This design comes from an exercise in tuning for small area, a short achievable clock period and few clock cycles on the open sky130 flow, not from production work.
The RTL was checked by simulation tests, not by an equivalence proof against the original design.

Setup of red:
==> flow/design.v (excerpt) <==
module ast_tensor_stream_sv #(
   parameter int DATAWIDTH = 14,
   parameter int SIZE      = 4,
   parameter int ACCWIDTH  = 2*DATAWIDTH+$clog2(SIZE)
) (
   input  logic                   clk,
   input  logic                   reset_n,
   input  logic                   cfg_valid,
   input  logic [$clog2(SIZE):0]  cfg_q,
   input  logic [$clog2(SIZE):0]  cfg_r,
   input  logic [$clog2(SIZE):0]  cfg_k,
   input  logic                   in_valid,
   output logic                   in_ready,
   input  logic                   in_set,
   input  logic [DATAWIDTH-1:0]   in_data,
   input  logic                   start,
   input  logic                   keep_b,
   input  logic                   relu,
   output logic                   out_valid,
   input  logic                   out_ready,
   output logic [DATAWIDTH-1:0]   out_data,
   output logic                   out_last,
   output logic                   busy,
   output logic                   done,
   output logic                   err
);
   localparam int unsigned CW = $clog2(SIZE) + 1;
   localparam int unsigned NW = 2 * CW;
   logic [CW-1:0] q_r, r_r, k_r;
   logic [NW-1:0] a_cnt, b_cnt, a_need, b_need;
   logic          keep_r;
   logic          a_room, b_room;      
   logic          dims_ok, start_ok, accept, go, fin;
   logic [1:0]    ai, ar;              
   assign a_need   = NW'(q_r) * NW'(r_r);
   assign b_need   = NW'(r_r) * NW'(k_r);
  ...
Size in the first run: about 4,300 cells after synthesis, about 750 flip-flops.
==> flow/config.mk <==
export PLATFORM = sky130hd
export DESIGN_NAME = ast_tensor_stream_sv
export DESIGN_NICKNAME = ast_tensor_stream_sv
export VERILOG_FILES = /design/flow/design.v
export SDC_FILE = /design/flow/constraint.sdc
export NUM_CORES = 4
export LEC_CHECK = 0
export ABC_CLOCK_PERIOD_IN_PS = 5000
export CAP_MARGIN = 20
export CORE_MARGIN = 2
export CORE_UTILIZATION = 50
export CTS_CLUSTER_DIAMETER = 80
export CTS_CLUSTER_SIZE = 24
export SLEW_MARGIN = 20
==> flow/constraint.sdc <==
create_clock -name core_clock -period 10.0 [get_ports {clk}]
set_input_delay 2.0000 -clock core_clock [delete_from_list [all_inputs] [get_ports {clk}]]
set_output_delay 2.0000 -clock core_clock [all_outputs]
set_load 0.01 [all_outputs]
standard.sh (not shown) runs the stock make flow with config.mk's settings and CLKGATE_MAP_FILE= SYNTH_SCRIPT=/design/flow/synth_recipe.tcl, a recipe that flattens the netlist after the stock synthesis.
==> flow/flow/run.sh <==
#!/bin/bash
# Standard layout, with timing repair aiming further below the clock period.
set -e
export SETUP_SLACK_MARGIN=5.6
bash standard.sh > standard.log 2>&1
red went all the way through synthesis, placement and routing and the layout is clean on timing, DRC and antenna.
Testbench counts of red, summed over its fixed seeds: cycles 15,315.
[inputs] blue vs red
-- flow/config.mk --
<<< red, line 6
export NUM_CORES = 4
export LEC_CHECK = 0
export ABC_CLOCK_PERIOD_IN_PS = 5000
export CAP_MARGIN = 20
export CORE_MARGIN = 2
>>> blue, line 6
export NUM_CORES = 4
export LEC_CHECK = 0
export ABC_CLOCK_PERIOD_IN_PS = 4300
export CAP_MARGIN = 20
export CORE_MARGIN = 2
## What came out
- blue | stages: all done | timing, DRC, antenna: all pass
- Compared with red, in blue initial core utilization roughly the same; count of clock-net buffers in the final layout roughly the same; critical path depth roughly the same.
- Diff red..blue | total area of sequential cells | unchanged
- Comparing blue against red, there is no change at all in global-route usage.


ast_tensor_stream_sv again, from the RTL that the note above started with.
## ast_tensor_stream_sv
module ast_tensor_stream_sv #(
   parameter int DATAWIDTH = 14,
   parameter int SIZE      = 4,
   parameter int ACCWIDTH  = 2*DATAWIDTH+$clog2(SIZE)
) (
   input  logic                   clk,
   input  logic                   reset_n,
   input  logic                   cfg_valid,
   input  logic [$clog2(SIZE):0]  cfg_q,
   input  logic [$clog2(SIZE):0]  cfg_r,
   input  logic [$clog2(SIZE):0]  cfg_k,
   input  logic                   in_valid,
   output logic                   in_ready,
   input  logic                   in_set,
   input  logic [DATAWIDTH-1:0]   in_data,
   input  logic                   start,
   input  logic                   keep_b,
   input  logic                   relu,
   output logic                   out_valid,
   input  logic                   out_ready,
   output logic [DATAWIDTH-1:0]   out_data,
   output logic                   out_last,
   output logic                   busy,
   output logic                   done,
   output logic                   err
);
   localparam int unsigned CW = $clog2(SIZE) + 1;
   localparam int unsigned NW = 2 * CW;
   logic [CW-1:0] q_r, r_r, k_r;
   logic [NW-1:0] a_cnt, b_cnt, a_need, b_need;
   logic          keep_r;
   logic          a_room, b_room;      
   logic          dims_ok, start_ok, accept, go, fin;
   logic [1:0]    ai, ar;              
   assign a_need   = NW'(q_r) * NW'(r_r);
   assign b_need   = NW'(r_r) * NW'(k_r);
   assign dims_ok  = (q_r != '0) && (r_r != '0) && (k_r != '0) &&
                     (q_r <= CW'(SIZE)) && (r_r <= CW'(SIZE)) && (k_r <= CW'(SIZE));
   assign start_ok = !cfg_valid && dims_ok && (a_cnt == a_need) && (b_cnt == b_need);
  ...
==> flow/config.mk <==
export PLATFORM = sky130hd
export DESIGN_NAME = ast_tensor_stream_sv
export DESIGN_NICKNAME = ast_tensor_stream_sv
export VERILOG_FILES = /design/flow/design.v
export SDC_FILE = /design/flow/constraint.sdc
export NUM_CORES = 4
export LEC_CHECK = 0
export ABC_CLOCK_PERIOD_IN_PS = 5000
export CAP_MARGIN = 20
export CORE_MARGIN = 2
export CORE_UTILIZATION = 50
export CTS_CLUSTER_DIAMETER = 80
export CTS_CLUSTER_SIZE = 24
export PLACE_DENSITY = 0.75
export SLEW_MARGIN = 20
==> flow/constraint.sdc <==
create_clock -name core_clock -period 10.0 [get_ports {clk}]
set_input_delay 2.0000 -clock core_clock [delete_from_list [all_inputs] [get_ports {clk}]]
set_output_delay 2.0000 -clock core_clock [all_outputs]
set_load 0.01 [all_outputs]
==> flow/flow/run.sh <==
#!/bin/bash
# Standard layout, with timing repair aiming further below the clock period.
set -e
export SETUP_SLACK_MARGIN=5.52
bash standard.sh > standard.log 2>&1
Testbench counts at the start, summed over its fixed seeds: cycles 15,315.
Then changed:
==> flow/flow/run.sh (replaced) <==
#!/bin/bash
# Standard layout, with timing repair aiming further below the clock period.
set -e
export SETUP_SLACK_MARGIN=5.6
bash standard.sh > standard.log 2>&1
- CORE_UTILIZATION: 50 -> 62
- PLACE_DENSITY: 0.75 -> unset
Global-route usage goes up by 8.7 points.
Count of clock-buffer cells in the layout goes up by 1.
First-iteration DRC count goes down by about 15%.
Setup slack improves by 0.037 ns.
Then changed:
- CAP_MARGIN: 20 -> 5
- CORE_UTILIZATION: 62 -> 50
- SLEW_MARGIN: 20 -> 5
The new run passed the timing, design-rule and antenna checks.
Final cell count is higher by 4.6%.
Register-to-register slack gets worse by 0.03 ns.
Flip-flop and latch count is unchanged.
Utilization drops by 13 points.
Via count drops by 0.89%.
Setup slack improves by 0.013 ns.
Design area rose by 0.82%.
Routed wire length rose by 0.44%.
Sequential share of layout area drops by 0.44 points.
Then changed:
- CAP_MARGIN: 5 -> 20
- PLACE_DENSITY: unset -> 0.75
- SLEW_MARGIN: 5 -> 20
- sequential share of layout area climbs by 0.12 points
- setup slack hardly moves
- final area hardly moves
- flip-flop and latch count is unchanged
- routed wire length fell by 3.2%
- area after synthesis does not change
- final cell count hardly moves
- global-route usage decreases by 1.2 points
- count of clock-buffer cells in the layout went up by 1
Then changed:
- CTS_CLUSTER_DIAMETER: 80 -> 90
- CTS_CLUSTER_SIZE: 24 -> 30
Clock-buffer cell count is lower by 15.
Fmax is lower by 1.1%.
Non-clock buffer count is lower by 7.
Clock skew is higher by 0.011 ns.


== the reference run ==
Another version of the RTL of ast_tensor_stream_sv (not shown whole).
Size in the first run: ~4,200 cells after synthesis, about 52 I/O pins, roughly 49,000 sq um of cells after synthesis.
Design ast_tensor_stream_sv, start of the top module:
module ast_tensor_stream_sv #(
   parameter int DATAWIDTH = 14,
   parameter int SIZE      = 4,
   parameter int ACCWIDTH  = 2*DATAWIDTH+$clog2(SIZE)
) (
   input  logic                   clk,
   input  logic                   reset_n,
   input  logic                   cfg_valid,
   input  logic [$clog2(SIZE):0]  cfg_q,
   input  logic [$clog2(SIZE):0]  cfg_r,
   input  logic [$clog2(SIZE):0]  cfg_k,
   input  logic                   in_valid,
   output logic                   in_ready,
   input  logic                   in_set,
   input  logic [DATAWIDTH-1:0]   in_data,
   input  logic                   start,
   input  logic                   keep_b,
   input  logic                   relu,
   output logic                   out_valid,
   input  logic                   out_ready,
   output logic [DATAWIDTH-1:0]   out_data,
   output logic                   out_last,
   output logic                   busy,
   output logic                   done,
   output logic                   err
);
   localparam int unsigned CW = $clog2(SIZE) + 1;
   localparam int unsigned NW = 2 * CW;
   logic [CW-1:0] q_r, r_r, k_r;
   logic [NW-1:0] a_cnt, b_cnt, a_need, b_need;
   logic          keep_r;
   logic          a_room, b_room;      
   logic          dims_ok, start_ok, accept, go, fin;
  ...
clock: 10.0 ns
lec_check: 0
abc_clock_period_in_ps: 5000
cap_margin: 20
core_margin: 2
core_utilization: 50
cts_cluster_diameter: 80
cts_cluster_size: 24
place_density: 0.75
slew_margin: 20
==> flow/flow/run.sh <==
#!/bin/bash
# Standard layout, with timing repair aiming further below the clock period.
set -e
export SETUP_SLACK_MARGIN=5.66
bash standard.sh > standard.log 2>&1
The reference run finished every step from synthesis to the final layout, and the layout passed the timing, design-rule and antenna checks.
Testbench counts of the reference run, summed over its fixed seeds: cycles 15,315.
Modified inputs, the trial run compared to the reference run
==> flow/flow/run.sh <==
#!/bin/bash
# Standard layout, with timing repair aiming further below the clock period.
set -e
export SETUP_SLACK_MARGIN=5.6
bash standard.sh > standard.log 2>&1
Setup slack of the critical path after layout | the trial run above the reference run
Per the comparison of the trial run with the reference run, number of nets in the layout moved down; fraction of the yosys area taken by sequential cells held steady.
For the reference run, the cell with the largest stage delay on the worst path was buf_2, unlike the trial run, where it was o21ai_4.

port drivers added, routing unchanged:
No port has a modelled driver above. Below, the same layouts with a new extraction and two added sets of constraints. Step 1 sets driving cells, clkbuf_16 on the clock port and buf_2 on the other inputs (assumed; they add their load-dependent delay and slew). Step 2 moves the port delays by t, midway between the first and last clock arrival at a register: inputs arrive t later, outputs are due t later. That takes back most of the time a late clock gives input paths. Three values: ideal ports, drivers, drivers and shift; two values: the first two.
run | shift t [ns] | setup slack, ns | worst register clock-pin slew, ns
red | 0.726 | 5.589 / 5.543 / 5.023 | 0.10 / 0.10
blue | 0.726 | 5.589 / 5.543 / 5.023 | 0.10 / 0.10
the first run of note 2 | 0.706 | 5.538 / 5.496 / 5.010 | 0.10 / 0.10
the second run of note 2 | 0.691 | 5.576 / 5.530 / 5.086 | 0.10 / 0.10
the third run of note 2 | 0.726 | 5.589 / 5.543 / 5.023 | 0.10 / 0.10
the fourth run of note 2 | 0.714 | 5.591 / 5.531 / 5.022 | 0.10 / 0.10
the fifth run of note 2 | 0.724 | 5.543 / 5.519 / 5.051 | 0.12 / 0.12
the reference run | 0.724 | 5.601 / 5.554 / 5.119 | 0.10 / 0.10
the trial run | 0.730 | 5.627 / 5.582 / 5.149 | 0.10 / 0.10
After both steps every run listed still meets setup and hold. The setup slack of the fourth run of note 2, which loses most, moves by -0.060 ns with the drivers and by -0.569 ns with both steps.
